Context: an optimization exercise on an open-source flow, tuned for a short achievable clock period and few clock cycles per item. The choices shown serve that exercise and are no tape-out recipe.
In this exercise RTL edits were held to simulation tests only and were not proved equivalent to the original.
No activity file was given, so power comes from the tool's default toggle rates.

==> design.v <==
package crf_pkg;
    localparam int CHAN_W  = 2;
    localparam int BTN_W   = 9;
    localparam int DPAD_W  = 4;
    localparam int AXIS_W  = 10;
    localparam int LEVEL_W = 10;
    localparam int MODE_W  = 8;
    localparam int RPT_W   = 13;
    localparam int VAL_W   = 8;
    localparam int BTN_A     = 0;
    localparam int BTN_B     = 1;
    localparam int BTN_X     = 2;
    localparam int BTN_Y     = 3;
    localparam int BTN_SHR   = 4;
    localparam int BTN_TL    = 5;
    localparam int BTN_TR    = 6;
    localparam int BTN_START = 7;
    localparam int BTN_SYS   = 8;
    localparam int PAD_UP = 0;
    localparam int PAD_DN = 1;
    localparam int PAD_RT = 2;
    localparam int PAD_LT = 3;
    localparam logic [VAL_W-1:0] VAL_MAX = 8'd255;
    localparam logic [MODE_W-1:0] MODE_TRIG_NIB  = 8'd0;
    localparam logic [MODE_W-1:0] MODE_STICK_NIB = 8'd1;
    localparam logic [MODE_W-1:0] MODE_BOTH_NIB  = 8'd2;
    localparam logic [MODE_W-1:0] MODE_AB_ZERO   = 8'd4;
    localparam int ITEM_W = CHAN_W + (RPT_W - 1) + 6 * VAL_W;
endpackage
module crf_stick_scale_lo #(
    parameter bit NEG = 1'b0
) (
    input  logic [crf_pkg::AXIS_W-1:0] i_axis,
    output logic [9:0]                 o_mid     
);
    logic [6:0] w_t;     
    always_comb begin
        if (NEG) begin
            case (i_axis[7:1])
                7'd0: w_t = 7'd111;
                7'd1: w_t = 7'd108;
                7'd2: w_t = 7'd109;
                7'd3: w_t = 7'd106;
                7'd4: w_t = 7'd106;
                7'd5: w_t = 7'd104;
                7'd6: w_t = 7'd104;
                7'd7: w_t = 7'd102;
                7'd8: w_t = 7'd102;
                7'd9: w_t = 7'd103;
                7'd10: w_t = 7'd100;
                7'd11: w_t = 7'd100;
                7'd12: w_t = 7'd98;
                7'd13: w_t = 7'd98;
                7'd14: w_t = 7'd96;
                7'd15: w_t = 7'd96;
                7'd16: w_t = 7'd97;
                7'd17: w_t = 7'd94;
                7'd18: w_t = 7'd94;
                7'd19: w_t = 7'd92;
                7'd20: w_t = 7'd92;
                7'd21: w_t = 7'd90;
                7'd22: w_t = 7'd90;
                7'd23: w_t = 7'd91;
                7'd24: w_t = 7'd88;
                7'd25: w_t = 7'd88;
                7'd26: w_t = 7'd86;
                7'd27: w_t = 7'd86;
                7'd28: w_t = 7'd84;
                7'd29: w_t = 7'd84;
                7'd30: w_t = 7'd85;
                7'd31: w_t = 7'd82;
                7'd32: w_t = 7'd82;
                7'd33: w_t = 7'd80;
                7'd34: w_t = 7'd80;
                7'd35: w_t = 7'd78;
                7'd36: w_t = 7'd78;
                7'd37: w_t = 7'd79;
                7'd38: w_t = 7'd76;
                7'd39: w_t = 7'd76;
                7'd40: w_t = 7'd74;
                7'd41: w_t = 7'd74;
                7'd42: w_t = 7'd72;
                7'd43: w_t = 7'd72;
                7'd44: w_t = 7'd73;
                7'd45: w_t = 7'd70;
                7'd46: w_t = 7'd70;
                7'd47: w_t = 7'd68;
                7'd48: w_t = 7'd68;
                7'd49: w_t = 7'd66;
                7'd50: w_t = 7'd66;
                7'd51: w_t = 7'd67;
                7'd52: w_t = 7'd64;
                7'd53: w_t = 7'd64;
                7'd54: w_t = 7'd62;
                7'd55: w_t = 7'd62;
                7'd56: w_t = 7'd60;
                7'd57: w_t = 7'd60;
                7'd58: w_t = 7'd61;
                7'd59: w_t = 7'd58;
                7'd60: w_t = 7'd58;
                7'd61: w_t = 7'd56;
                7'd62: w_t = 7'd56;
                7'd63: w_t = 7'd54;
                7'd64: w_t = 7'd54;
                7'd65: w_t = 7'd55;
                7'd66: w_t = 7'd52;
                7'd67: w_t = 7'd53;
                7'd68: w_t = 7'd50;
                7'd69: w_t = 7'd50;
                7'd70: w_t = 7'd48;
                7'd71: w_t = 7'd48;
                7'd72: w_t = 7'd49;
                7'd73: w_t = 7'd46;
                7'd74: w_t = 7'd47;
                7'd75: w_t = 7'd44;
                7'd76: w_t = 7'd44;
                7'd77: w_t = 7'd42;
                7'd78: w_t = 7'd42;
                7'd79: w_t = 7'd43;
                7'd80: w_t = 7'd40;
                7'd81: w_t = 7'd41;
                7'd82: w_t = 7'd38;
                7'd83: w_t = 7'd38;
                7'd84: w_t = 7'd36;
                7'd85: w_t = 7'd36;
                7'd86: w_t = 7'd37;
                7'd87: w_t = 7'd34;
                7'd88: w_t = 7'd35;
                7'd89: w_t = 7'd32;
                7'd90: w_t = 7'd32;
                7'd91: w_t = 7'd30;
                7'd92: w_t = 7'd30;
                7'd93: w_t = 7'd31;
                7'd94: w_t = 7'd28;
                7'd95: w_t = 7'd29;
                7'd96: w_t = 7'd26;
                7'd97: w_t = 7'd26;
                7'd98: w_t = 7'd24;
                7'd99: w_t = 7'd24;
                7'd100: w_t = 7'd25;
                7'd101: w_t = 7'd22;
                7'd102: w_t = 7'd23;
                7'd103: w_t = 7'd20;
                7'd104: w_t = 7'd20;
                7'd105: w_t = 7'd18;
                7'd106: w_t = 7'd18;
                7'd107: w_t = 7'd19;
                7'd108: w_t = 7'd16;
                7'd109: w_t = 7'd17;
                7'd110: w_t = 7'd14;
                7'd111: w_t = 7'd14;
                7'd112: w_t = 7'd12;
                7'd113: w_t = 7'd12;
                7'd114: w_t = 7'd13;
                7'd115: w_t = 7'd10;
                7'd116: w_t = 7'd11;
                7'd117: w_t = 7'd8;
                7'd118: w_t = 7'd8;
                7'd119: w_t = 7'd6;
                7'd120: w_t = 7'd6;
                7'd121: w_t = 7'd7;
                7'd122: w_t = 7'd4;
                7'd123: w_t = 7'd5;
                7'd124: w_t = 7'd2;
                7'd125: w_t = 7'd2;
                7'd126: w_t = 7'd0;
                7'd127: w_t = 7'd0;
            endcase
        end else begin
            case (i_axis[7:1])
                7'd0: w_t = 7'd0;
                7'd1: w_t = 7'd0;
                7'd2: w_t = 7'd1;
                7'd3: w_t = 7'd2;
                7'd4: w_t = 7'd2;
                7'd5: w_t = 7'd4;
                7'd6: w_t = 7'd4;
                7'd7: w_t = 7'd6;
                7'd8: w_t = 7'd6;
                7'd9: w_t = 7'd7;
                7'd10: w_t = 7'd8;
                7'd11: w_t = 7'd8;
                7'd12: w_t = 7'd10;
                7'd13: w_t = 7'd10;
                7'd14: w_t = 7'd12;
                7'd15: w_t = 7'd12;
                7'd16: w_t = 7'd13;
                7'd17: w_t = 7'd14;
                7'd18: w_t = 7'd14;
                7'd19: w_t = 7'd16;
                7'd20: w_t = 7'd16;
                7'd21: w_t = 7'd18;
                7'd22: w_t = 7'd18;
                7'd23: w_t = 7'd19;
                7'd24: w_t = 7'd20;
                7'd25: w_t = 7'd20;
                7'd26: w_t = 7'd22;
                7'd27: w_t = 7'd22;
                7'd28: w_t = 7'd24;
                7'd29: w_t = 7'd24;
                7'd30: w_t = 7'd25;
                7'd31: w_t = 7'd26;
                7'd32: w_t = 7'd26;
                7'd33: w_t = 7'd28;
                7'd34: w_t = 7'd28;
                7'd35: w_t = 7'd30;
                7'd36: w_t = 7'd30;
                7'd37: w_t = 7'd31;
                7'd38: w_t = 7'd32;
                7'd39: w_t = 7'd32;
                7'd40: w_t = 7'd34;
                7'd41: w_t = 7'd34;
                7'd42: w_t = 7'd36;
                7'd43: w_t = 7'd36;
                7'd44: w_t = 7'd37;
                7'd45: w_t = 7'd38;
                7'd46: w_t = 7'd38;
                7'd47: w_t = 7'd40;
                7'd48: w_t = 7'd40;
                7'd49: w_t = 7'd42;
                7'd50: w_t = 7'd42;
                7'd51: w_t = 7'd43;
                7'd52: w_t = 7'd44;
                7'd53: w_t = 7'd44;
                7'd54: w_t = 7'd46;
                7'd55: w_t = 7'd46;
                7'd56: w_t = 7'd48;
                7'd57: w_t = 7'd48;
                7'd58: w_t = 7'd49;
                7'd59: w_t = 7'd50;
                7'd60: w_t = 7'd50;
                7'd61: w_t = 7'd52;
                7'd62: w_t = 7'd52;
                7'd63: w_t = 7'd54;
                7'd64: w_t = 7'd54;
                7'd65: w_t = 7'd55;
                7'd66: w_t = 7'd56;
                7'd67: w_t = 7'd57;
                7'd68: w_t = 7'd58;
                7'd69: w_t = 7'd58;
                7'd70: w_t = 7'd60;
                7'd71: w_t = 7'd60;
                7'd72: w_t = 7'd61;
                7'd73: w_t = 7'd62;
                7'd74: w_t = 7'd63;
                7'd75: w_t = 7'd64;
                7'd76: w_t = 7'd64;
                7'd77: w_t = 7'd66;
                7'd78: w_t = 7'd66;
                7'd79: w_t = 7'd67;
                7'd80: w_t = 7'd68;
                7'd81: w_t = 7'd69;
                7'd82: w_t = 7'd70;
                7'd83: w_t = 7'd70;
                7'd84: w_t = 7'd72;
                7'd85: w_t = 7'd72;
                7'd86: w_t = 7'd73;
                7'd87: w_t = 7'd74;
                7'd88: w_t = 7'd75;
                7'd89: w_t = 7'd76;
                7'd90: w_t = 7'd76;
                7'd91: w_t = 7'd78;
                7'd92: w_t = 7'd78;
                7'd93: w_t = 7'd79;
                7'd94: w_t = 7'd80;
                7'd95: w_t = 7'd81;
                7'd96: w_t = 7'd82;
                7'd97: w_t = 7'd82;
                7'd98: w_t = 7'd84;
                7'd99: w_t = 7'd84;
                7'd100: w_t = 7'd85;
                7'd101: w_t = 7'd86;
                7'd102: w_t = 7'd87;
                7'd103: w_t = 7'd88;
                7'd104: w_t = 7'd88;
                7'd105: w_t = 7'd90;
                7'd106: w_t = 7'd90;
                7'd107: w_t = 7'd91;
                7'd108: w_t = 7'd92;
                7'd109: w_t = 7'd93;
                7'd110: w_t = 7'd94;
                7'd111: w_t = 7'd94;
                7'd112: w_t = 7'd96;
                7'd113: w_t = 7'd96;
                7'd114: w_t = 7'd97;
                7'd115: w_t = 7'd98;
                7'd116: w_t = 7'd99;
                7'd117: w_t = 7'd100;
                7'd118: w_t = 7'd100;
                7'd119: w_t = 7'd102;
                7'd120: w_t = 7'd102;
                7'd121: w_t = 7'd103;
                7'd122: w_t = 7'd104;
                7'd123: w_t = 7'd105;
                7'd124: w_t = 7'd106;
                7'd125: w_t = 7'd106;
                7'd126: w_t = 7'd108;
                7'd127: w_t = 7'd108;
            endcase
        end
    end
    assign o_mid = {NEG ? ~i_axis[9:8] : i_axis[9:8], w_t, i_axis[0]};
endmodule
module crf_stick_scale #(
    parameter bit NEG = 1'b0
) (
    input  logic [9:0]                i_mid,     
    output logic [crf_pkg::VAL_W-1:0] o_value
);
    localparam logic [4095:0] FIN_POS = 4096'h88878786868585848483838282818180807f7f7e7e7d7d7c7c7b7b7a7a79797878777776767575747473737272717170706f6f6e6e6d6d6c6c6b6b6a6a69696868676766666565646463636262616160605f5f5e5e5d5d5c5c5b5b5a5a59595858575756565555545453535252515150504f4f4e4e4d4d4c4c4b4b4a4a4949485150504f4f4e4e4d4d4c4c4b4b4a4a49494848474746464545444443434242414140403f3f3e3e3d3d3c3c3b3b3a3a39393838373736363535343433333232313130302f2f2e2e2d2d2c2c2b2b2a2a29292828272726262525242423232222212120201f1f1e1e1d1d1c1c1b1b1a1a1919181817171616151514141313121211f6f5f5f4f4f3f3f2f2f1f1f0f0efefeeeeededececebebeaeae9e9e8e8e7e7e6e6e5e5e4e4e3e3e2e2e1e1e0e0dfdfdededddddcdcdbdbdadad9d9d8d8d7d7d6d6d5d5d4d4d3d3d2d2d1d1d0d0cfcfcececdcdcccccbcbcacac9c9c8c8c7c7c6c6c5c5c4c4c3c3c2c2c1c1c0c0bfbfbebebdbdbcbcbbbbbabab9b9b8b8b7b7b6bfbebebdbdbcbcbbbbbabab9b9b8b8b7b7b6b6b5b5b4b4b3b3b2b2b1b1b0b0afafaeaeadadacacababaaaaa9a9a8a8a7a7a6a6a5a5a4a4a3a3a2a2a1a1a0a09f9f9e9e9d9d9c9c9b9b9a9a99999898979796969595949493939292919190908f8f8e8e8d8d8c8c8b8b8a8a89898888878786868585848483838282818180807f;
    localparam logic [4095:0] FIN_NEG = 4096'h86878586848583848283818280817f807e7f7d7e7c7d7b7c7a7b797a7879777876777576747573747273717270716f706e6f6d6e6c6d6b6c6a6b696a6869676866676566646563646263616260615f605e5f5d5e5c5d5b5c5a5b595a5859575856575556545553545253515250514f504e4f4d4e4c4d4b4c4a4b494a484947484f504e4f4d4e4c4d4b4c4a4b494a4849474846474546444543444243414240413f403e3f3d3e3c3d3b3c3a3b393a3839373836373536343533343233313230312f302e2f2d2e2c2d2b2c2a2b292a2829272826272526242523242223212220211f201e1f1d1e1c1d1b1c1a1b191a181917181617151614151314121311121011f4f5f3f4f2f3f1f2f0f1eff0eeefedeeecedebeceaebe9eae8e9e7e8e6e7e5e6e4e5e3e4e2e3e1e2e0e1dfe0dedfdddedcdddbdcdadbd9dad8d9d7d8d6d7d5d6d4d5d3d4d2d3d1d2d0d1cfd0cecfcdcecccdcbcccacbc9cac8c9c7c8c6c7c5c6c4c5c3c4c2c3c1c2c0c1bfc0bebfbdbebcbdbbbcbabbb9bab8b9b7b8b6b7b5b6bdbebcbdbbbcbabbb9bab8b9b7b8b6b7b5b6b4b5b3b4b2b3b1b2b0b1afb0aeafadaeacadabacaaaba9aaa8a9a7a8a6a7a5a6a4a5a3a4a2a3a1a2a0a19fa09e9f9d9e9c9d9b9c9a9b999a9899979896979596949593949293919290918f908e8f8d8e8c8d8b8c8a8b898a8889878886878586848583848283818280817f807e7f;
    logic [8:0] w_i;
    assign w_i     = {i_mid[9:2], i_mid[1] & i_mid[0]};
    assign o_value = NEG ? FIN_NEG[w_i * 8 +: 8] : FIN_POS[w_i * 8 +: 8];
endmodule
module crf_trig_scale_lo (
    input  logic [crf_pkg::LEVEL_W-1:0] i_level,
    input  logic                        i_btn,
    input  logic                        i_zero,   
    output logic [16:0]                 o_mid,    
    output logic                        o_btn
);
    logic [7:0] w_h;
    logic [7:1] w_z;
    logic       w_dec;
    logic       w_knee;
    logic       w_nz;
    logic       w_full;
    assign w_h    = i_level[8:1];
    assign w_dec  = i_level[0] ? (i_level[8:0] >= 9'd501) : (i_level[8:0] != 9'd0);
    assign w_knee = i_level >= 10'd493;
    assign w_nz   = i_level >= 10'd3;
    assign w_full = i_level[9] | (i_btn & (w_knee | !w_nz));
    assign o_btn  = w_knee | (!w_nz & i_btn);
    always_comb begin
        for (int i = 1; i < 8; i++) begin
            w_z[i] = (w_h & ((8'd1 << i) - 8'd1)) == 8'd0;
        end
    end
    assign o_mid = {w_full & !i_zero, w_z, w_h & {8{!i_zero}}, w_dec & !i_zero};
endmodule
module crf_trig_scale (
    input  logic [16:0]               i_mid,    
    output logic [crf_pkg::VAL_W-1:0] o_level
);
    logic       w_full;
    logic [7:0] w_z;
    logic [7:0] w_h;
    logic       w_dec;
    assign w_full = i_mid[16];
    assign w_z    = {i_mid[15:9], 1'b1};
    assign w_h    = i_mid[8:1];
    assign w_dec  = i_mid[0];
    assign o_level = (w_h ^ (w_z & {8{w_dec}})) | {8{w_full}};
endmodule
module crf_report_build (
    input  logic [crf_pkg::CHAN_W-1:0]     i_channel,
    input  logic [crf_pkg::RPT_W-2:0]      i_buttons,    
    input  logic                           i_trig_nib,   
    input  logic                           i_stick_nib,  
    input  logic [3:0][crf_pkg::VAL_W-1:0] i_stick,      
    input  logic [1:0][crf_pkg::VAL_W-1:0] i_trig,       
    output logic [crf_pkg::ITEM_W-1:0]     o_item
);
    logic [3:0][crf_pkg::VAL_W-1:0] w_stick;
    logic [1:0][crf_pkg::VAL_W-1:0] w_trig;
    always_comb begin
        w_stick = i_stick;
        if (i_stick_nib) begin
            w_stick[2] = i_stick[2] >> 4;
            w_stick[3] = i_stick[3] >> 4;
        end
        for (int i = 0; i < 2; i++) begin
            w_trig[i] = i_trig_nib ? (i_trig[i] >> 4) : i_trig[i];
        end
    end
    assign o_item = {i_channel, i_buttons, w_stick[0], w_stick[1], w_stick[2], w_stick[3],
                     w_trig[0], w_trig[1]};
endmodule
module controller_report_formatter_unit (
    input  logic                              i_clk,
    input  logic                              i_rst_n,
    input  logic                              i_upd_valid,
    output logic                              o_upd_ready,
    input  logic [crf_pkg::CHAN_W-1:0]        i_upd_channel,
    input  logic [crf_pkg::BTN_W-1:0]         i_upd_button_bits,
    input  logic [crf_pkg::DPAD_W-1:0]        i_upd_dpad_bits,
    input  logic signed [crf_pkg::AXIS_W-1:0] i_upd_axis_left_x,
    input  logic signed [crf_pkg::AXIS_W-1:0] i_upd_axis_left_y,
    input  logic signed [crf_pkg::AXIS_W-1:0] i_upd_axis_right_x,
    input  logic signed [crf_pkg::AXIS_W-1:0] i_upd_axis_right_y,
    input  logic [crf_pkg::LEVEL_W-1:0]       i_upd_brake_level,
    input  logic [crf_pkg::LEVEL_W-1:0]       i_upd_throttle_level,
    input  logic [crf_pkg::MODE_W-1:0]        i_upd_analog_mode,
    output logic                              o_rpt_valid,
    input  logic                              i_rpt_ready,
    output logic [crf_pkg::CHAN_W-1:0]        o_rpt_out_channel,
    output logic [crf_pkg::RPT_W-1:0]         o_rpt_report_buttons,
    output logic [crf_pkg::VAL_W-1:0]         o_rpt_stick_lx,
    output logic [crf_pkg::VAL_W-1:0]         o_rpt_stick_ly,
    output logic [crf_pkg::VAL_W-1:0]         o_rpt_stick_rx,
    output logic [crf_pkg::VAL_W-1:0]         o_rpt_stick_ry,
    output logic [crf_pkg::VAL_W-1:0]         o_rpt_trig_left,
    output logic [crf_pkg::VAL_W-1:0]         o_rpt_trig_right
);
    localparam int IW = crf_pkg::ITEM_W;
    localparam int QN = 3;       
    logic       r_rdy;       
    logic [1:0] r_cnt;       
    logic       r0_v;
    logic       ro_v;
    logic       w_acc;       
    logic       w_deq;       
    assign o_upd_ready = r_rdy;
    assign w_acc = i_upd_valid & r_rdy;
    assign w_deq = ro_v & i_rpt_ready;
    always_ff @(posedge i_clk) begin
        if (!i_rst_n) begin
            r_cnt <= '0;
            r_rdy <= 1'b1;
        end else begin
            case ({w_acc, w_deq})
                2'b10: begin
                    r_cnt <= r_cnt + 2'd1;
                    r_rdy <= r_cnt < 2'd2;
                end
                2'b01: begin
                    r_cnt <= r_cnt - 2'd1;
                    r_rdy <= 1'b1;
                end
                default: begin
                    r_rdy <= r_cnt < 2'd3;
                end
            endcase
        end
    end
    logic [3:0][9:0] w_smid;
    logic [1:0][16:0] w_tmid;
    logic            w_trig_zero;
    logic [1:0]      w_tbtn;
    crf_stick_scale_lo #(.NEG(1'b0)) u_lx_lo (.i_axis(i_upd_axis_left_x),  .o_mid(w_smid[0]));
    crf_stick_scale_lo #(.NEG(1'b1)) u_ly_lo (.i_axis(i_upd_axis_left_y),  .o_mid(w_smid[1]));
    crf_stick_scale_lo #(.NEG(1'b0)) u_rx_lo (.i_axis(i_upd_axis_right_x), .o_mid(w_smid[2]));
    crf_stick_scale_lo #(.NEG(1'b1)) u_ry_lo (.i_axis(i_upd_axis_right_y), .o_mid(w_smid[3]));
    assign w_trig_zero = i_upd_analog_mode == crf_pkg::MODE_AB_ZERO;
    crf_trig_scale_lo u_tl_lo (.i_level(i_upd_brake_level), .i_btn(i_upd_button_bits[crf_pkg::BTN_TL]),
                               .i_zero(w_trig_zero), .o_mid(w_tmid[0]), .o_btn(w_tbtn[0]));
    crf_trig_scale_lo u_tr_lo (.i_level(i_upd_throttle_level), .i_btn(i_upd_button_bits[crf_pkg::BTN_TR]),
                               .i_zero(w_trig_zero), .o_mid(w_tmid[1]), .o_btn(w_tbtn[1]));
    logic [crf_pkg::CHAN_W-1:0]     r0_ch;
    logic [crf_pkg::RPT_W-2:0]      r0_btn;        
    logic                           r0_trig_nib, r0_stick_nib;
    logic [3:0][9:0]                r0_smid;
    logic [1:0][16:0]               r0_tmid;
    always_ff @(posedge i_clk) begin
        if (!i_rst_n) r0_v <= 1'b0;
        else          r0_v <= w_acc;
    end
    always_ff @(posedge i_clk) begin
        r0_ch        <= i_upd_channel;
        r0_btn       <= {i_upd_dpad_bits[crf_pkg::PAD_RT], i_upd_dpad_bits[crf_pkg::PAD_LT],
                         i_upd_dpad_bits[crf_pkg::PAD_DN], i_upd_dpad_bits[crf_pkg::PAD_UP],
                         w_tbtn[1], w_tbtn[0], i_upd_button_bits[crf_pkg::BTN_SHR],
                         i_upd_button_bits[crf_pkg::BTN_START] | i_upd_button_bits[crf_pkg::BTN_SYS],
                         i_upd_button_bits[crf_pkg::BTN_Y], i_upd_button_bits[crf_pkg::BTN_X],
                         i_upd_button_bits[crf_pkg::BTN_B], i_upd_button_bits[crf_pkg::BTN_A]};
        r0_trig_nib  <= (i_upd_analog_mode == crf_pkg::MODE_TRIG_NIB) ||
                        (i_upd_analog_mode == crf_pkg::MODE_BOTH_NIB);
        r0_stick_nib <= (i_upd_analog_mode == crf_pkg::MODE_STICK_NIB) ||
                        (i_upd_analog_mode == crf_pkg::MODE_BOTH_NIB);
        r0_smid      <= w_smid;
        r0_tmid      <= w_tmid;
    end
    logic [3:0][crf_pkg::VAL_W-1:0] w_stick;
    logic [1:0][crf_pkg::VAL_W-1:0] w_trig;
    logic [IW-1:0]                  w_fin;
    crf_stick_scale #(.NEG(1'b0)) u_lx (.i_mid(r0_smid[0]), .o_value(w_stick[0]));
    crf_stick_scale #(.NEG(1'b1)) u_ly (.i_mid(r0_smid[1]), .o_value(w_stick[1]));
    crf_stick_scale #(.NEG(1'b0)) u_rx (.i_mid(r0_smid[2]), .o_value(w_stick[2]));
    crf_stick_scale #(.NEG(1'b1)) u_ry (.i_mid(r0_smid[3]), .o_value(w_stick[3]));
    crf_trig_scale u_tl (.i_mid(r0_tmid[0]), .o_level(w_trig[0]));
    crf_trig_scale u_tr (.i_mid(r0_tmid[1]), .o_level(w_trig[1]));
    crf_report_build u_build (
        .i_channel   (r0_ch),
        .i_buttons   (r0_btn),
        .i_trig_nib  (r0_trig_nib),
        .i_stick_nib (r0_stick_nib),
        .i_stick     (w_stick),
        .i_trig      (w_trig),
        .o_item      (w_fin)
    );
    logic [QN-1:0][IW-1:0] r_q;
    logic [1:0]            r_wp;
    logic [1:0]            r_rp;
    logic [1:0]            r_rp1;    
    logic [1:0]            r_qn;
    logic [IW-1:0]         ro_item;
    logic                  w_sel_fin;
    logic                  w_sel_rp;
    logic                  w_sel_rp1;
    always_ff @(posedge i_clk) begin
        for (int k = 0; k < QN; k++) begin
            if (r0_v && r_wp == 2'(k)) r_q[k] <= w_fin;
        end
    end
    always_ff @(posedge i_clk) begin
        if (!i_rst_n) begin
            r_wp  <= '0;
            r_rp  <= '0;
            r_rp1 <= 2'd1;
            r_qn  <= '0;
            ro_v  <= 1'b0;
        end else begin
            if (r0_v) r_wp <= (r_wp == 2'(QN - 1)) ? '0 : r_wp + 2'd1;
            if (w_deq) begin
                r_rp  <= r_rp1;
                r_rp1 <= (r_rp1 == 2'(QN - 1)) ? '0 : r_rp1 + 2'd1;
            end
            case ({r0_v, w_deq})
                2'b10: begin
                    r_qn <= r_qn + 2'd1;
                    ro_v <= 1'b1;
                end
                2'b01: begin
                    r_qn <= r_qn - 2'd1;
                    ro_v <= r_qn != 2'd1;
                end
                default: begin
                    ro_v <= r_qn != 2'd0;
                end
            endcase
        end
    end
    assign w_sel_fin = (r_qn == 2'd0) | ((r_qn == 2'd1) & i_rpt_ready);
    assign w_sel_rp  = (r_qn != 2'd0) & !i_rpt_ready;
    assign w_sel_rp1 = (r_qn[1]) & i_rpt_ready;
    always_ff @(posedge i_clk) begin
        ro_item <= ({IW{w_sel_fin}} & w_fin) | ({IW{w_sel_rp}} & r_q[r_rp]) |
                   ({IW{w_sel_rp1}} & r_q[r_rp1]);
    end
    assign o_rpt_valid          = ro_v;
    assign o_rpt_out_channel    = ro_item[IW-1 -: crf_pkg::CHAN_W];
    assign o_rpt_report_buttons = {1'b1, ro_item[6*crf_pkg::VAL_W +: crf_pkg::RPT_W-1]};
    assign o_rpt_stick_lx       = ro_item[5*crf_pkg::VAL_W +: crf_pkg::VAL_W];
    assign o_rpt_stick_ly       = ro_item[4*crf_pkg::VAL_W +: crf_pkg::VAL_W];
    assign o_rpt_stick_rx       = ro_item[3*crf_pkg::VAL_W +: crf_pkg::VAL_W];
    assign o_rpt_stick_ry       = ro_item[2*crf_pkg::VAL_W +: crf_pkg::VAL_W];
    assign o_rpt_trig_left      = ro_item[1*crf_pkg::VAL_W +: crf_pkg::VAL_W];
    assign o_rpt_trig_right     = ro_item[0*crf_pkg::VAL_W +: crf_pkg::VAL_W];
endmodule
==> flow/run.sh <==
#!/bin/bash
# Layout flow: the standard layout (standard.sh, all ORFS steps from synthesis to
# finish, with the standard flow's config.mk, constraints and synthesis script), with one change:
# synthesis runs with ADDER_MAP_FILE empty, so Yosys's adder step (extract_fa and the
# mapping to full/half-adder cells) is skipped and the scaling tables are mapped by ABC
# as plain gates. Registers, floorplan, power grid, placement, clock tree, routing and
# the final DEF are standard.sh's.
set -euo pipefail
sed 's/ CLKGATE_MAP_FILE= / CLKGATE_MAP_FILE= ADDER_MAP_FILE= /' standard.sh > flow_noadder.sh
grep -q ' ADDER_MAP_FILE= ' flow_noadder.sh
bash flow_noadder.sh finish > flow_make.log 2>&1
test -s out/final.def
==> standard.sh <==
#!/bin/bash
# synth_recipe.tcl (not shown) runs the flow's synth.tcl, then flattens the netlist and writes it again
# the make line also repeats each setting of config.mk as NAME=value (left out here)
make -C /OpenROAD-flow-scripts/flow DESIGN_CONFIG=/design/flow/config.mk WORK_HOME=/design/flow/orfs CLKGATE_MAP_FILE= SYNTH_SCRIPT=/design/flow/synth_recipe.tcl "${@:-finish}"
==> config.mk <==
export PLATFORM = sky130hd
export DESIGN_NAME = controller_report_formatter_unit
export DESIGN_NICKNAME = controller_report_formatter_unit
export VERILOG_FILES = /design/flow/design.v
export SDC_FILE = /design/flow/constraint.sdc
export NUM_CORES = 4
export LEC_CHECK = 0
export CAP_MARGIN = 20
export CORE_MARGIN = 2
export CORE_UTILIZATION = 60
export SETUP_SLACK_MARGIN = 4.5
export SLEW_MARGIN = 20
==> constraint.sdc <==
create_clock -name core_clock -period 6.8 [get_ports {i_clk}]
set_input_delay 1.3600 -clock core_clock [delete_from_list [all_inputs] [get_ports {i_clk}]]
set_output_delay 1.3600 -clock core_clock [all_outputs]
set_load 0.01 [all_outputs]
==> impl_metrics.env, run 1 <==
export IMPL_status="no timing/DRC/antenna violations"
export IMPL_synthTopCellsByArea="edfxtp_1 (30%), dfxtp_1 (18%), mux2i_1 (7.6%), a21oi_1 (5.2%), o21ai_0 (4.6%)"
export IMPL_synthAdderAreaFrac=0.0005407
export IMPL_maxCapViolations=0
export IMPL_clk_pin_slew_ns=0.06
export IMPL_synth_fp_nets=2088
export IMPL_cts_max_path_buffers=3
export IMPL_holdPathStages=1
export IMPL_area_sequential_um2=8969
export IMPL_critPathSlowestCell="dfxtp_4"
export IMPL_cts_buffers=38
export IMPL_post_dp_hpwl_um=28790
export IMPL_die_x_um=179.7
export IMPL_finClkSkew_ns=0.02528
export IMPL_syn_cell_area_um2=18510
export IMPL_grt_pass1_vias=14630
export IMPL_leakagePower_nw=7.878
export IMPL_place_congestion=0.8875
export IMPL_grt_pass1_wl_um=75830
export IMPL_initial_utilization=0.6068
export IMPL_critical_path_cell_chain="buf_6"
export IMPL_clock_root_buffer="clkbuf_16"
export IMPL_worst_r2r_endpoint="ro_item[37]"
export IMPL_synth_main_ff_cell="edfxtp_1"
export IMPL_worst_pin_slew_ns=0.9684
export IMPL_synth_most_common_cell="nor2_1"
export IMPL_max_stage_delay_ns=0.36
export IMPL_hp_class="reg2reg"
export IMPL_synth_top_family_by_area="compound AO/OA/AOI/OAI gates"
export IMPL_syn_avg_cell_area_um2=9.252
export IMPL_fin_nets=2150
export IMPL_cp_top_family="flip-flops"
export IMPL_coreArea_um2=30510
export IMPL_ir_worst_vdd_mv=0.1611
export IMPL_synthArstFlopShare=0
export IMPL_num_rows=64
export IMPL_syn_to_final_growth_pct=18.06
export IMPL_cts_max_level=2
export IMPL_cp_data_arrival_time_ns=1.01
export IMPL_fmax_mhz=422.0
export IMPL_dr_total_vias=15820
export IMPL_fill_cells=2260
export IMPL_remaining_drc_errors=0
export IMPL_worstSetupPathType="reg2out"
export IMPL_required_ns=5.44
export IMPL_slew_viol_final=0
export IMPL_wl_per_cell_um=19.69
export IMPL_path_buf_inv=1
export IMPL_finalInstanceArea_um2=21860
export IMPL_min_to="r_rdy"
export IMPL_fin_crit_sh=0.3485
export IMPL_synthMuxAreaShare=0.07874
export IMPL_die_area_um2=32280
export IMPL_fin_crit_ns=2.370
export IMPL_grt_max_degree=51
export IMPL_endpoint_kind="output port"
export IMPL_antenna_cells=0
export IMPL_setup_violations=0
export IMPL_r2r_start="r0_smid[18]"
export IMPL_portBuffers=150
export IMPL_postRouteAntennaNets=0
export IMPL_ys_ff_latch=351
export IMPL_gr_usage_all_layers=0.2835
export IMPL_fin_setup_tns_ns=0
export IMPL_max_slew_margin_rel=0.3535
export IMPL_cts_tree="yes"
export IMPL_overflow=0
export IMPL_critPathMaxFanout=1
export IMPL_drive_above_1_share=0.1726
export IMPL_synth_cell_type_count=86
export IMPL_netlist_top_cells_count="nor2_1 (229), a21oi_1 (194), edfxtp_1 (186)"
export IMPL_drt_wl_total_um=49000
export IMPL_synth_simple_area_share=0.1526
export IMPL_finalNonFillerCells=2488
export IMPL_synth_cells=2001
export IMPL_synth_compound_area_share=0.2130
export IMPL_ff2ff_path_depth=6
export IMPL_dp_cells=2397
export IMPL_first_pass_iters=6
export IMPL_yosysWarningCount=5
export IMPL_clkLatencyLatePin_ns=0.53
export IMPL_start_kind="flip-flop"
export IMPL_hp_start="r_cnt[1]"
export IMPL_netlist_area_leader_share=0.3017
export IMPL_rsz0062_at_grt="yes"
export IMPL_first_iter_violations=1320
export IMPL_dpl_cell_area_um2=20200
export IMPL_hold_viol=0
export IMPL_yosys_area_top_type="edfxtp_1"
export IMPL_dieHeight_um=179.7
export IMPL_antenna_found_initial=0
export IMPL_synth_xor_area_frac=0.02791
export IMPL_rrSetupSlack_ns=4.60
export IMPL_synth_seq_area_share=0.4801
export IMPL_boundaryPins=152
export IMPL_multi_input_comb_area_um2=9168
export IMPL_synth_edf_count=186
export IMPL_post_drt_via_cell_ratio=6.358
export IMPL_powerDensity_nw_per_um2=267.7
export IMPL_cts_sinks=351
==> worst max path at each step <==
stage                         start  cells past startpoint                end  slack (ns)
2_1_floorplan  i_upd_axis_left_x[1]                      7         r0_smid[1]        4.26
3_3_place_gp   i_upd_axis_left_x[6]                      7         r0_smid[2]        2.93
3_5_place_dp   i_upd_axis_left_x[6]                      7         r0_smid[2]        2.82
4_1_cts                 ro_item[30]                      1  o_rpt_stick_rx[6]        4.42
5_1_grt                 ro_item[30]                      1  o_rpt_stick_rx[6]        4.42
6_report                ro_item[30]                      1  o_rpt_stick_rx[6]        4.43
==> layout by cell type (no fill, tap or decap), types with 15 or more instances in the layout <==
cell and count:
a221o_1 15, o221a_2 15, xnor2_1 40, a21oi_1 192, buf_4 28, clkdlybuf4s50_1 50, buf_2 25, dfxtp_1 113
xor2_1 17, nor3_1 50, nand2b_1 16, and2_1 15, dfxtp_2 46, nand2_1 176, a22oi_1 28, edfxtp_1 186
o22ai_1 21, mux2i_1 140, nor2b_1 28, clkbuf_16 42, o221ai_1 20, buf_6 50, o21ai_0 160, nand3_1 19
inv_1 29, nor2_1 222, a211oi_1 24
==> sequential cells by signal (all words and copies together) (netlist names), 2 cells and up <==
name / count
r0_tmid: 34
r_cnt: 2
r0_smid: 40
ro_item: 62
r0_btn: 12
r_q: 186
r_wp: 2
r0_ch: 2
r_rp1: 2
r_qn: 2
r_rp: 2
==> where the power goes <==
part	switching, mW	internal (mW)
Clock	0.810	1.14
Combinational	0.689	0.555
Sequential	0.185	2.47
==> final cells by class <==
cell class | instances | share of cell area
multi-input cells | 1446 | 0.4195
flip-flops and latches | 351 | 0.4103
repair buffers | 185 | 0.08524
clock buffers | 55 | 0.04929
well taps | 396 | 0.02267
inverters | 40 | 0.008072
clock inverters | 14 | 0.004694
repair inverters | 1 | 0.0002290
==> layer usage <==
metal / up-vias / global-route usage / wire length, µm
li1: 7439 / - / -
met1: 7623 / 0.3829 / 20410
met2: 668 / 0.4765 / 23920
met3: 88 / 0.03363 / 3344
met4: 0 / 0.09496 / 1320
met5: - / 0 / 0
==> repair_timing <==
item / in CTS / in global routing
buffers inserted: 6 / 9
pin swaps: 1 / 9
hold buffers: 0 / 0
gates cloned: 2 / 5
endpoints found under the hold margin: 0 / 0
gates resized for setup: 475 / 94
endpoints found under the setup margin: 226 / 155
==> metrics by stage <==
stage	hold WS [ns]	worst slack, ns	power (mW)	util
5_1_grt	0.4275	4.416	6.090	0.7164
4_1_cts	0.4149	4.419	5.818	0.7025
3_5_place_dp	0.3968	2.817	3.868	0.6622
6_report	0.4138	4.430	5.850	0.7164
3_3_place_gp	0.3866	2.930	3.837	0.6622
2_1_floorplan	0.3803	4.258	3.398	-
==> kinds of logic (layout without fill, tap and decap cells) <==
kind of cell	count (synthesis)	after routing
adder cells (fa/ha/maj)	1	1
AND/OR/NAND/NOR	620	621
XOR/XNOR	59	59
other	1	1
multiplexers	145	145
AO/OA/AOI/OAI	618	619
buffers and inverters	206	295
flip-flops	351	351
Testbench counts, summed over its fixed seeds: cycles 16,016, items 16,000.
==> run 2, diff against run 1 <==
==> run.sh (new file) <==
#!/bin/bash
# synth_recipe.tcl (not shown) runs the flow's synth.tcl, then flattens the netlist and writes it again
# the make line also repeats each setting of config.mk as NAME=value (left out here)
make -C /OpenROAD-flow-scripts/flow DESIGN_CONFIG=/design/flow/config.mk WORK_HOME=/design/flow/orfs CLKGATE_MAP_FILE= SYNTH_SCRIPT=/design/flow/synth_recipe.tcl finish
removed: flow/run.sh
removed: standard.sh
==> run 2 against run 1 <==
Against the previous run:
- still clean on timing, DRC and antenna
- global-route usage increased by 1.2 points
- worst setup slack got worse by 0.075 ns
- clock-buffer cell count decreased by 2
- hold slack improved by 0.085 ns
- critical path type is now in2reg
- largest cell class unchanged
==> impl_metrics.env, run 2 <==
export IMPL_post_drt_via_cell_ratio=6.417
export IMPL_setup_violations=0
export IMPL_rsz0062_at_grt="yes"
export IMPL_powerDensity_nw_per_um2=264.0
export IMPL_hp_class="reg2reg"
export IMPL_place_congestion=0.9319
export IMPL_hold_viol=0
export IMPL_synthTopCellsByArea="edfxtp_1 (28%), dfxtp_1 (17%), mux2i_1 (8.3%), o21ai_0 (4.4%), nand2_1 (3.5%)"
export IMPL_fmax_mhz=409.0
export IMPL_endpoint_kind="flip-flop"
export IMPL_portBuffers=150
export IMPL_start_kind="input pin"
export IMPL_startpoint="i_upd_axis_right_x[1]"
export IMPL_drt_wl_total_um=53180
export IMPL_required_ns=7.22
export IMPL_synthArstFlopShare=0
export IMPL_status="no timing/DRC/antenna violations"
export IMPL_path_buf_inv=2
export IMPL_final_common_cell="edfxtp_1"
export IMPL_ir_worst_vdd_mv=0.1731
export IMPL_largest_register_ffs=186
export IMPL_netlist_area_leader_share=0.2825
export IMPL_synth_cells=2084
export IMPL_finalPower_mw=6.421
export IMPL_slew_viol_final=0
export IMPL_post_dp_hpwl_um=30590
export IMPL_cts_sinks=351
export IMPL_finClkSkew_ns=0.02166
export IMPL_clk_pin_slew_ns=0.07
export IMPL_synth_most_common_cell="edfxtp_1"
export IMPL_initial_utilization=0.6078
export IMPL_dr_total_vias=17030
export IMPL_place_ws_ns=2.601
export IMPL_num_rows=66
export IMPL_critPathSlowestCell="mux4_2"
export IMPL_critical_path_cell_chain="buf_12, clkinv_8, ha_4, mux4_2, mux4_2, mux2_4"
export IMPL_critPathMaxFanout=5
export IMPL_dieHeight_um=185.5
export IMPL_yosys_area_top_type="edfxtp_1"
export IMPL_synth_main_ff_cell="edfxtp_1"
export IMPL_final_util=0.7476
export IMPL_grt_pass1_wl_um=82070
export IMPL_ff2ff_path_depth=6
export IMPL_overflow=0
export IMPL_synth_edf_count=186
export IMPL_first_pass_iters=6
export IMPL_first_iter_violations=1588
export IMPL_worst_pin_slew_ns=1.053
export IMPL_synth_seq_area_share=0.4495
export IMPL_ys_ff_latch=351
export IMPL_holdPathStages=0
export IMPL_syn_avg_cell_area_um2=9.488
export IMPL_wl_per_cell_um=20.04
export IMPL_path_depth=6
export IMPL_r2r_start="r0_smid[22]"
export IMPL_fin_crit_sh=0.3595
export IMPL_cts_max_level=2
export IMPL_regMostFlops="r_q"
export IMPL_drive_above_1_share=0.2134
export IMPL_critical_path_most_common_cell="mux4_2"
export IMPL_finalInstanceArea_um2=24320
export IMPL_cts_buffers=39
export IMPL_boundaryPins=152
export IMPL_cp_top_family="multiplexers"
export IMPL_fin_nets=2318
export IMPL_max_stage_delay_ns=0.47
export IMPL_grt_max_degree=66
export IMPL_dp_cells=2519
export IMPL_leakagePower_nw=8.788
export IMPL_syn_to_final_growth_pct=23.01
export IMPL_max_slew_margin_rel=0.2968
export IMPL_dpl_cell_area_um2=21650
export IMPL_maxCapViolations=0
export IMPL_worstSetupPathType="in2reg"
export IMPL_synth_cell_type_count=86
export IMPL_final_cell_mix="edfxtp_1 (186), nand2_1 (178), nor2_1 (169)"
export IMPL_cts_tree="yes"
export IMPL_antenna_found_initial=1
export IMPL_synth_fp_nets=2221
export IMPL_fin_setup_tns_ns=0
export IMPL_hp_start="r0_btn[10]"
export IMPL_netlist_top_cells_count="edfxtp_1 (186), nand2_1 (184), nor2_1 (179)"
export IMPL_clock_root_buffer="clkbuf_16"
export IMPL_postRouteAntennaNets=0
export IMPL_clkLatencyLatePin_ns=0.54
export IMPL_die_x_um=185.5
export IMPL_finalNonFillerCells=2654
export IMPL_gr_usage_all_layers=0.2955
export IMPL_fin_crit_ns=2.445
export IMPL_syn_cell_area_um2=19770
export IMPL_remaining_drc_errors=0
export IMPL_top_regs="r_q (186), ro_item (62), r0_smid (40)"
export IMPL_postLayoutSetupSlackWorst_ns=4.355
export IMPL_coreArea_um2=32540
export IMPL_die_area_um2=34430
export IMPL_yosysWarningCount=5
export IMPL_cp_data_arrival_time_ns=2.87
export IMPL_grt_pass1_vias=16070
export IMPL_whs_ns=0.4984
export IMPL_antenna_cells=0
export IMPL_fill_cells=2254
export IMPL_cts_max_path_buffers=3
-- run 2: cell families after synthesis --
logic type               after synthesis  share of synthesized area
AO/OA/AOI/OAI                        617                     0.2010
XOR/XNOR                              30                    0.01329
adder cells (fa/ha/maj)               52                    0.03265
buffers and inverters                259                    0.05151
flip-flops                           351                     0.4495
multiplexers                         195                     0.1155
other                                  1                  0.0001896
AND/OR/NAND/NOR                      579                     0.1363
-- run 2: final cells by class --
class	instances	area, µm²	area share
Clock buffer	53	1089	0.04475
Timing Repair Buffer	235	2439	0.1003
Clock inverter	19	163.9	0.006739
Inverter	80	426.7	0.01754
Multi-Input combinational cell	1474	10700	0.4399
Tap cell	442	553.0	0.02274
Sequential cell	351	8952	0.3681
-- run 2: worst reg2reg max path: cells and delay by family, from the launching register on --
kind,cells,cell delay (ns)
multiplexers,2,0.63
AND/OR/NAND/NOR,1,0.46
flip-flops,1,0.37
AO/OA/AOI/OAI,1,0.20
adder cells (fa/ha/maj),1,0.18
buffers and inverters,1,0.11
-- run 2: final timing paths --
kind / end / slack [ns]
min: r_q[182] / 0.50
max: r0_smid[21] / 4.36
min reg2reg: r_q[182] / 0.50
max reg2reg: r_q[148] / 4.54
-- run 2: routing by layer --
metal	global-route usage	vias to the layer above	wire length (µm)
li1	-	7895	-
met1	0.3872	8231	22040
met2	0.5046	782	26050
met3	0.03698	122	3766
met4	0.1074	0	1322
met5	0	-	0
-- run 2: repair_timing --
item,in CTS,in global routing
pin swaps,21,18
hold buffers,0,0
setup endpoints to repair,234,148
resized for setup,571,128
buffers inserted,37,15
gates cloned,8,3
-- run 2: power by group --
| group | total, mW | switching (mW) | internal, mW |
|---|---|---|---|
| Clock | 2.06 | 0.853 | 1.21 |
| Combinational | 1.66 | 0.900 | 0.758 |
| Sequential | 2.70 | 0.194 | 2.51 |
| Total | 6.42 | 1.95 | 4.47 |
==> run 3, diff against run 2 <==
--- a/design.v
+++ b/design.v
@@ -405,5 +405,5 @@
 );
     localparam int IW = crf_pkg::ITEM_W;
-    localparam int QN = 3;       
+    localparam int QN = 2;       
     logic       r_rdy;       
     logic [1:0] r_cnt;       
@@ -491,51 +491,45 @@
     );
     logic [QN-1:0][IW-1:0] r_q;
-    logic [1:0]            r_wp;
-    logic [1:0]            r_rp;
-    logic [1:0]            r_rp1;    
+    logic                  r_wp;
+    logic                  r_rp;
     logic [1:0]            r_qn;
     logic [IW-1:0]         ro_item;
+    logic                  w_load;      
+    logic                  w_cand_v;
+    logic                  w_take;
     logic                  w_sel_fin;
-    logic                  w_sel_rp;
-    logic                  w_sel_rp1;
+    logic                  w_sel_q;
+    logic                  w_sel_hold;
+    assign w_load   = !ro_v | i_rpt_ready;
+    assign w_cand_v = (r_qn != 2'd0) | r0_v;
+    assign w_take   = w_load & w_cand_v;
     always_ff @(posedge i_clk) begin
         for (int k = 0; k < QN; k++) begin
-            if (r0_v && r_wp == 2'(k)) r_q[k] <= w_fin;
+            if (r0_v && r_wp == 1'(k)) r_q[k] <= w_fin;
         end
     end
     always_ff @(posedge i_clk) begin
         if (!i_rst_n) begin
-            r_wp  <= '0;
-            r_rp  <= '0;
-            r_rp1 <= 2'd1;
-            r_qn  <= '0;
-            ro_v  <= 1'b0;
+            r_wp <= '0;
+            r_rp <= '0;
+            r_qn <= '0;
+            ro_v <= 1'b0;
         end else begin
-            if (r0_v) r_wp <= (r_wp == 2'(QN - 1)) ? '0 : r_wp + 2'd1;
-            if (w_deq) begin
-                r_rp  <= r_rp1;
-                r_rp1 <= (r_rp1 == 2'(QN - 1)) ? '0 : r_rp1 + 2'd1;
-            end
-            case ({r0_v, w_deq})
-                2'b10: begin
-                    r_qn <= r_qn + 2'd1;
-                    ro_v <= 1'b1;
-                end
-                2'b01: begin
-                    r_qn <= r_qn - 2'd1;
-                    ro_v <= r_qn != 2'd1;
-                end
-                default: begin
-                    ro_v <= r_qn != 2'd0;
-                end
+            if (r0_v)   r_wp <= !r_wp;
+            if (w_take) r_rp <= !r_rp;
+            case ({r0_v, w_take})
+                2'b10:   r_qn <= r_qn + 2'd1;
+                2'b01:   r_qn <= r_qn - 2'd1;
+                default: r_qn <= r_qn;
             endcase
+            if (w_load) ro_v <= w_cand_v;
         end
     end
-    assign w_sel_fin = (r_qn == 2'd0) | ((r_qn == 2'd1) & i_rpt_ready);
-    assign w_sel_rp  = (r_qn != 2'd0) & !i_rpt_ready;
-    assign w_sel_rp1 = (r_qn[1]) & i_rpt_ready;
+    assign w_sel_fin  = w_load & (r_qn == 2'd0);
+    assign w_sel_q    = w_load & (r_qn != 2'd0);
+    assign w_sel_hold = !w_load;
     always_ff @(posedge i_clk) begin
-        ro_item <= ({IW{w_sel_fin}} & w_fin) | ({IW{w_sel_rp}} & r_q[r_rp]) |
-                   ({IW{w_sel_rp1}} & r_q[r_rp1]);
+        ro_item <= ({IW{w_sel_fin}} & w_fin) | ({IW{w_sel_q}} & r_q[r_rp]) |
+                   ({IW{w_sel_hold}} & ro_item);
     end
     assign o_rpt_valid          = ro_v;
==> flow/run.sh (new file) <==
#!/bin/bash
# Layout flow: the standard layout (standard.sh, all ORFS steps from synthesis to
# finish, with the standard flow's config.mk, constraints and synthesis script), with one change:
# synthesis runs with ADDER_MAP_FILE empty, so Yosys's adder step (extract_fa and the
# mapping to full/half-adder cells) is skipped and the scaling tables are mapped by ABC
# as plain gates. Registers, floorplan, power grid, placement, clock tree, routing and
# the final DEF are standard.sh's.
set -euo pipefail
sed 's/ CLKGATE_MAP_FILE= / CLKGATE_MAP_FILE= ADDER_MAP_FILE= /' standard.sh > flow_noadder.sh
grep -q ' ADDER_MAP_FILE= ' flow_noadder.sh
bash flow_noadder.sh finish > flow_make.log 2>&1
test -s out/final.def
==> standard.sh (new file) <==
#!/bin/bash
# synth_recipe.tcl (not shown) runs the flow's synth.tcl, then flattens the netlist and writes it again
# the make line also repeats each setting of config.mk as NAME=value (left out here)
make -C /OpenROAD-flow-scripts/flow DESIGN_CONFIG=/design/flow/config.mk WORK_HOME=/design/flow/orfs CLKGATE_MAP_FILE= SYNTH_SCRIPT=/design/flow/synth_recipe.tcl "${@:-finish}"
removed: run.sh
==> run 3 against run 2 <==
Against the previous run:
- synthesized cell count down 20%
- still clean
- total power down 23%
- hold slack got worse by 0.080 ns
- cell area decreased by 26%
- via count fell by 26%
- sequential cell count shrank 66
- utilization shrank 0.78 points
==> impl_metrics.env, run 3 <==
export IMPL_status="no timing/DRC/antenna violations"
export IMPL_num_rows=57
export IMPL_gr_usage_all_layers=0.2621
export IMPL_leakagePower_nw=6.660
export IMPL_boundaryPins=152
export IMPL_grt_max_degree=70
export IMPL_pwr_share_comb=0.222
export IMPL_cp_top_family="flip-flops"
export IMPL_hp_class="reg2reg"
export IMPL_cts_sinks=285
export IMPL_start_kind="flip-flop"
export IMPL_max_slew_margin_rel=0.5027
export IMPL_portBuffers=150
export IMPL_dieHeight_um=161.9
export IMPL_holdBufCountCts=0
export IMPL_fill_cells=1838
export IMPL_final_util=0.7398
export IMPL_dpl_cell_area_um2=16500
export IMPL_maxCapViolations=0
export IMPL_place_congestion=0.8688
export IMPL_place_ws_ns=2.998
export IMPL_finalInstanceArea_um2=18040
export IMPL_finalNonFillerCells=2092
export IMPL_post_dp_hpwl_um=22440
export IMPL_postRouteAntennaNets=0
export IMPL_fin_crit_ns=2.379
export IMPL_p_int_mw=3.559
export IMPL_coreArea_um2=24390
export IMPL_synthArstFlopShare=0
export IMPL_worst_pin_slew_ns=0.7425
export IMPL_fin_setup_tns_ns=0
export IMPL_synth_edf_count=124
export IMPL_initial_utilization=0.6130
export IMPL_cts_tree="yes"
export IMPL_finClkSkew_ns=0.01050
export IMPL_critPathSlowestCell="dfxtp_4"
export IMPL_grt_pass1_vias=11410
export IMPL_syn_cell_area_um2=14950
export IMPL_yosysWarningCount=5
export IMPL_p_sw_frac=0.2835
export IMPL_overflow=0
export IMPL_syn_avg_cell_area_um2=8.937
export IMPL_remaining_drc_errors=0
export IMPL_final_common_cell="nor2_1"
export IMPL_worstSetupPathType="reg2out"
export IMPL_hold_viol=0
export IMPL_die_area_um2=26200
export IMPL_synthTopCellsByArea="edfxtp_1 (25%), dfxtp_1 (22%), a21oi_1 (5.0%), o21ai_0 (4.5%), nor2_1 (4.3%)"
export IMPL_syn_to_final_growth_pct=20.69
export IMPL_post_drt_via_cell_ratio=6.051
export IMPL_synth_fp_nets=1760
export IMPL_path_buf_inv=1
export IMPL_seqPwrFrac=0.446
export IMPL_postLayoutSetupSlackWorst_ns=4.421
export IMPL_fin_crit_sh=0.3498
export IMPL_required_ns=5.44
export IMPL_rsz0062_at_grt="yes"
export IMPL_cts_buffers=30
export IMPL_clkLatencyLatePin_ns=0.54
export IMPL_setup_violations=0
export IMPL_antenna_found_initial=0
export IMPL_netlist_area_leader_share=0.2490
export IMPL_drt_wl_total_um=36100
export IMPL_critPathMaxFanout=2
export IMPL_clock_root_buffer="clkbuf_16"
export IMPL_ys_ff_latch=285
export IMPL_synth_cell_type_count=99
export IMPL_max_stage_delay_ns=0.36
export IMPL_synth_cells=1673
export IMPL_regMostFlops="r_q"
export IMPL_drive_above_1_share=0.1980
export IMPL_slew_viol_final=0
export IMPL_fmax_mhz=420.4
export IMPL_first_iter_violations=1212
export IMPL_endpoint_kind="output port"
export IMPL_p_clk_frac=0.332
export IMPL_ir_worst_vdd_mv=0.2156
export IMPL_antenna_cells=0
export IMPL_cts_max_level=1
export IMPL_p_switching_mw=1.408
export IMPL_top_regs="r_q (124), ro_item (62), r0_smid (40)"
export IMPL_largest_register_ffs=124
export IMPL_wl_per_cell_um=17.26
export IMPL_die_x_um=161.9
export IMPL_fin_nets=1831
export IMPL_final_cell_mix="nor2_1 (163), nand2_1 (159), a21oi_1 (145)"
export IMPL_cts_max_path_buffers=3
export IMPL_synth_most_common_cell="nor2_1"
export IMPL_netlist_top_cells_count="nor2_1 (172), nand2_1 (167), dfxtp_1 (161)"
export IMPL_grt_pass1_wl_um=57160
export IMPL_critical_path_cell_chain="buf_6"
export IMPL_yosys_area_top_type="edfxtp_1"
export IMPL_synth_seq_area_share=0.4646
export IMPL_whs_ns=0.4185
export IMPL_cp_data_arrival_time_ns=1.02
export IMPL_dp_cells=2013
export IMPL_finalPower_mw=4.967
export IMPL_powerDensity_nw_per_um2=275.3
export IMPL_clk_pin_slew_ns=0.06
export IMPL_first_pass_iters=5
export IMPL_dr_total_vias=12660
export IMPL_synth_main_ff_cell="dfxtp_1"
-- run 3: logic make-up (layout without fill, tap and decap cells) --
family,after synthesis,in the layout,share of synthesized area
buf+inv,182,274,0.05372
fa+ha+maj,3,3,0.002092
compound gates,513,513,0.2182
simple gates,558,561,0.1772
flops,285,285,0.4646
xor+xnor,56,56,0.03280
mux,75,75,0.05121
other cells,1,1,0.0002508
-- run 3: final timing paths --
check                            startpoint                 to  slack, ns  cells after the start
worst min register to register     r_cnt[1]              r_rdy       0.42                      1
worst max-delay path            ro_item[44]  o_rpt_stick_lx[4]       4.42                      1
worst max register to register  r0_smid[32]            r_q[79]       4.68                      6
worst min-delay path               r_cnt[1]              r_rdy       0.42                      1
-- run 3: layout make-up --
type                            instances  area (µm²)  share of cell area
Clock buffer                           37       839.6             0.04653
Clock inverter                         19       181.4             0.01005
Inverter                               38       146.4            0.008113
Multi-Input combinational cell       1209        7555              0.4187
Sequential cell                       285        7046              0.3904
Tap cell                              324       405.4             0.02247
Timing Repair Buffer                  180        1872              0.1037
-- run 3: what timing repair did --
action,in CTS,in global routing
setup buffers,11,5
pin swaps,1,6
gates cloned,4,3
endpoints found under the hold margin,0,0
endpoints found under the setup margin,158,156
resized for setup,537,53
-- run 3: power by group through the flow --
| stage | combinational, mW | clock [mW] | sequential (mW) |
|---|---|---|---|
| after global placement | 1.02 | 0 | 2.19 |
| final | 1.10 | 1.65 | 2.22 |
| after detailed placement | 1.04 | 0 | 2.20 |
| after CTS | 1.09 | 1.66 | 2.21 |
| after floorplan | 0.685 | 0 | 2.15 |
| after global routing | 1.20 | 1.74 | 2.23 |
-- run 3: routing by layer --
metal | GRT usage | up-vias | share of wire
li1 | - | 6210 | -
met1 | 0.3562 | 6017 | 0.44
met2 | 0.4520 | 390 | 0.49
met3 | 0.03064 | 42 | 0.051
met4 | 0.06034 | 0 | 0.014
met5 | 0 | - | 0
Testbench counts of run 3, summed over its fixed seeds: cycles 16,016, items 16,000.

==> port drivers added, routing unchanged <==
Ports are ideal in the flow. The routed layouts listed here were re-timed in OpenROAD.
Step 1 sets driving cells, clkbuf_16 on the clock port and buf_2 on the other inputs (assumed; they add their load-dependent delay and slew).
Step 2 times the ports against the registers' clock, not the clock port: input delays grow and output delays shrink by t, the midpoint of the rising clock arrivals with the driver on.
Three values: ideal, step 1, step 2; two values: the first two.
run	shift t [ns]	setup WS [ns]	worst slew at a driven data input, ns
run 1	0.561	4.430 / 4.383 / 3.974	0.04
run 2	0.581	4.355 / 4.344 / 3.763	0.09
run 3	0.585	4.421 / 4.369 / 3.963	0.07
After both steps every run listed still meets setup and hold. The setup slack of run 2, which loses most, moves by -0.011 ns with the drivers and by -0.592 ns with both steps.
